Source: an optimization exercise on an open RTL-to-GDS flow (aim: small area). Production flows keep margins and buffers that such runs may drop.
The RTL was checked by simulation tests, not by an equivalence proof against the original design.

==> flow/design.v (excerpt) <==
module pill_box_top #(
	parameter int TICKS_PER_SEC = 32_768,
	parameter int TONE_DIV      = 8
) (
	input  logic                               clk,
	input  logic                               rst_n,
	input  pill_box_pkg::key_code_t            keyvalue,
	output logic [23:0]                        time_din,
	output logic [27:0]                        pill_box_din,
	output logic                               beep,
	output logic [pill_box_pkg::NUM_BOXES-1:0] alarm_box,
	output pill_box_pkg::menu_mode_t           mode_out,
	output pill_box_pkg::slot_idx_t            index_out
);
Size in the first run: roughly 67 I/O pins, roughly 11000 um2 of cells after synthesis.
Settings: LEC_CHECK=0, CAP_MARGIN=20, CORE_MARGIN=2, CORE_UTILIZATION=40, SLEW_MARGIN=20; clock period 10.0 ns.
standard.sh (not shown) runs the stock make flow with config.mk's settings and CLKGATE_MAP_FILE= SYNTH_SCRIPT=/design/flow/synth_recipe.tcl, a recipe that flattens the netlist after the stock synthesis.
==> flow/flow/run.sh <==
#!/bin/bash
# Own layout flow: the standard ORFS flow (standard.sh) with these changes:
#  - synthesis is the standard flow's script (synth_recipe.tcl, ORFS synth.tcl) except that
#    ABC maps the logic with an area-oriented script, flow/abc_area.script;
#    registers are mapped before ABC and are left as the standard synthesis
#    makes them;
#  - adders are left to ABC as plain logic (ADDER_MAP_FILE empty) instead of
#    being mapped to half/full adder cells first;
#  - input and output ports are buffered with buf_1;
#  - clock tree clusters (no dummy loads), repair margins and utilization
#    are set below.
# Each tool's output goes to a log file in this folder.
set -euo pipefail
W=$(pwd)
F=$FLOW_HOME
cp "$W/flow/abc_area.script" "$W/abc_area.script"
sed "s#^source \$::env(SCRIPTS_DIR)/synth_preamble.tcl#source \$::env(SCRIPTS_DIR)/synth_preamble.tcl\nset abc_args [lreplace \$abc_args 1 1 $W/abc_area.script]#" \
	"$F/scripts/synth.tcl" > "$W/synth_area.tcl"
grep -q "abc_area.script" "$W/synth_area.tcl"
sed "s#source \$::env(SCRIPTS_DIR)/synth.tcl#source $W/synth_area.tcl#" "$W/synth_recipe.tcl" > "$W/synth_recipe_area.tcl"
grep -q "synth_area.tcl" "$W/synth_recipe_area.tcl"
make -C "$F" DESIGN_CONFIG="$FLOW_CONFIG" WORK_HOME="$W/orfs" CLKGATE_MAP_FILE= \
	SYNTH_SCRIPT="$W/synth_recipe_area.tcl" ADDER_MAP_FILE= \
	CAP_MARGIN=0 CORE_MARGIN=2 CORE_UTILIZATION=60 SLEW_MARGIN=0 \
	"CTS_ARGS=-sink_clustering_enable -repair_clock_nets -sink_clustering_size 30 -sink_clustering_max_diameter 80 -dont_use_dummy_load" \
	"BUFFER_PORTS_ARGS=-buffer_cell sky130_fd_sc_hd__buf_1" \
	finish > "$W/make.log" 2>&1
: # left out here: write the final layout as DEF
==> flow/flow/abc_area.script <==
strash
ifraig
dc2
dc2
dch -f
amap -F 2 -A 6
topo
Next try:
--- a/flow/design.v
+++ b/flow/design.v
@@ -57,27 +57,23 @@
 	input  logic                               clk,
 	input  logic                               rst_n,
 	input  pill_box_pkg::key_code_t            keyvalue,
 	output logic [23:0]                        time_din,
 	output logic [27:0]                        pill_box_din,
 	output logic                               beep,
 	output logic [pill_box_pkg::NUM_BOXES-1:0] alarm_box,
 	output pill_box_pkg::menu_mode_t           mode_out,
 	output pill_box_pkg::slot_idx_t            index_out
 );
 	localparam int NSLOT = 9;
-	localparam bit PRESC_LFSR = (TICKS_PER_SEC == 32_768);
-	localparam int PW         = PRESC_LFSR ? 15 : $clog2(TICKS_PER_SEC + 1);
-	localparam bit TONE_POW2  = (TONE_DIV & (TONE_DIV - 1)) == 0;
-	localparam int TW         = $clog2(TONE_DIV) + 1;
-	localparam int TLW        = (TW > 1) ? TW - 1 : 1;      
+	localparam int TW    = $clog2(TONE_DIV) + 1;
 	function automatic logic [5:0] step6(logic [5:0] v, logic [5:0] max_v, logic up);
 		if (up) step6 = (v == max_v) ? 6'd0 : v + 6'd1;
 		else    step6 = (v == 6'd0) ? max_v : v - 6'd1;
 	endfunction
 	function automatic logic [7:0] bcd60(logic [5:0] v);
 		bcd60 = {4'(v / 6'd10), 4'(v % 6'd10)};
 	endfunction
 	function automatic logic [2:0] kenc(logic [4:0] kv);
 		if (!kv[4] && kv[3:0] < 4'd6) kenc = kv[2:0] + 3'd1;
 		else                          kenc = 3'd0;
 	endfunction
@@ -157,46 +153,37 @@
 			slot_d  <= '0;
 			pend_up <= 1'b0;
 			pend_dn <= 1'b0;
 		end else begin
 			mode_d  <= mode;
 			slot_d  <= slot;
 			pend_up <= adj_up;
 			pend_dn <= adj_dn;
 		end
 	end
 	wire pend = pend_up | pend_dn;
-	logic [PW-1:0] presc;
-	logic [PW-1:0] presc_nx;
-	logic          presc_low0;
-	logic          hold;
-	logic          tick;
-	logic          new_second;
-	assign presc_low0 = (presc[PW-2:0] == '0);
+	logic [14:0] presc;
+	logic        presc_low0;
+	logic        hold;
+	logic        tick;
+	logic        new_second;
+	assign presc_low0 = (presc[13:0] == 14'd0);
 	assign hold       = editing && mode_time;
-	always_comb begin
-		if (PRESC_LFSR) begin
-			tick     = !hold && presc[PW-1] && presc_low0;
-			presc_nx = {presc[PW-2:0], presc[PW-1] ^ presc[PW-2] ^ presc_low0};
-		end else begin
-			tick     = !hold && (presc == PW'(TICKS_PER_SEC - 1));
-			presc_nx = tick ? '0 : presc + 1'b1;
-		end
-	end
+	assign tick       = !hold && presc[14] && presc_low0;
 	always_ff @(posedge clk or negedge rst_n) begin
 		if (!rst_n) begin
 			presc      <= '0;
 			new_second <= 1'b0;
 		end else begin
 			new_second <= tick;
-			presc      <= hold ? '0 : presc_nx;
+			presc      <= hold ? '0 : {presc[13:0], presc[14] ^ presc[13] ^ presc_low0};
 		end
 	end
 	logic [16:0] w_time;     
 	logic [16:0] n_time;     
 	logic [16:0] t_time;     
 	logic [16:0] c_time;     
 	always_comb begin
 		t_time[5:0]   = step6(n_time[5:0], 6'd59, 1'b1);
 		t_time[11:6]  = n_time[11:6];
 		t_time[16:12] = n_time[16:12];
 		if (n_time[5:0] == 6'd59) begin
@@ -333,25 +320,20 @@
 			alarm_q <= '0;
 		end else if (ev_ack) begin
 			alarm_q <= '0;
 		end else if (new_second) begin
 			for (int b = 0; b < 3; b++) begin
 				if (|hit[b*3 +: 3]) alarm_q[b] <= 1'b1;
 			end
 		end
 	end
 	assign alarm_box = alarm_q;
 	logic [TW-1:0] tone_cnt;
-	function automatic logic [TW-1:0] tone_next(logic [TW-1:0] c);
-		if (TONE_POW2)                                  tone_next = c + 1'b1;
-		else if (c[TLW-1:0] != TLW'(TONE_DIV - 1))     tone_next = c + 1'b1;
-		else                                            tone_next = TW'({!c[TW-1], {TLW{1'b0}}});
-	endfunction
 	always_ff @(posedge clk or negedge rst_n) begin
 		if (!rst_n) tone_cnt <= '0;
-		else        tone_cnt <= tone_next(tone_cnt);
+		else        tone_cnt <= tone_cnt + 1'b1;
 	end
 	assign beep = ~(tone_cnt[TW-1] & |alarm_q);
 	assign time_din     = {bcd60({1'b0, n_time[16:12]}), bcd60(n_time[11:6]), bcd60(n_time[5:0])};
 	assign pill_box_din = (mode_d == 2'd0) ? 28'h0FFFFFF :
 		{bcd60({1'b0, view[16:12]}), bcd60(view[11:6]), bcd60(view[5:0]), 3'b000, v_on};
 endmodule
Effect: Design area hardly moves; hold slack gets worse by 0.0069 ns; global-route usage rises by 0.16 points; worst setup slack gains 0.11 ns; non-clock buffer count climbs by 1; area after synthesis stays the same; routed wire length came out lower slightly; die area does not change; count of clock-buffer cells in the layout is unchanged; final cell count hardly moves.

[static timing again, ports no longer ideal]
Ports are ideal in the flow. The routed layouts listed here were re-timed in OpenROAD.
Step 1, drivers: a clkbuf_16 drives clk and a buf_2 each remaining input, both assumed.
Step 2 adds t to the input delays and takes it off the output delays; t is the mean of the earliest and latest rising clock arrival at the registers after step 1. Input paths then give back, and output paths get back, about the clock's delay inside the block.
Slacks: ideal ports / drivers / drivers and shift; pairs: ideal ports / drivers.
run	t, ns	setup slack, ns	worst setup path after step 2
the first run	0.524	0.666 / 0.620 / 1.144	register to output
the second run	0.514	0.775 / 0.730 / 1.244	register to output
After both steps setup and hold are still met in every run listed.
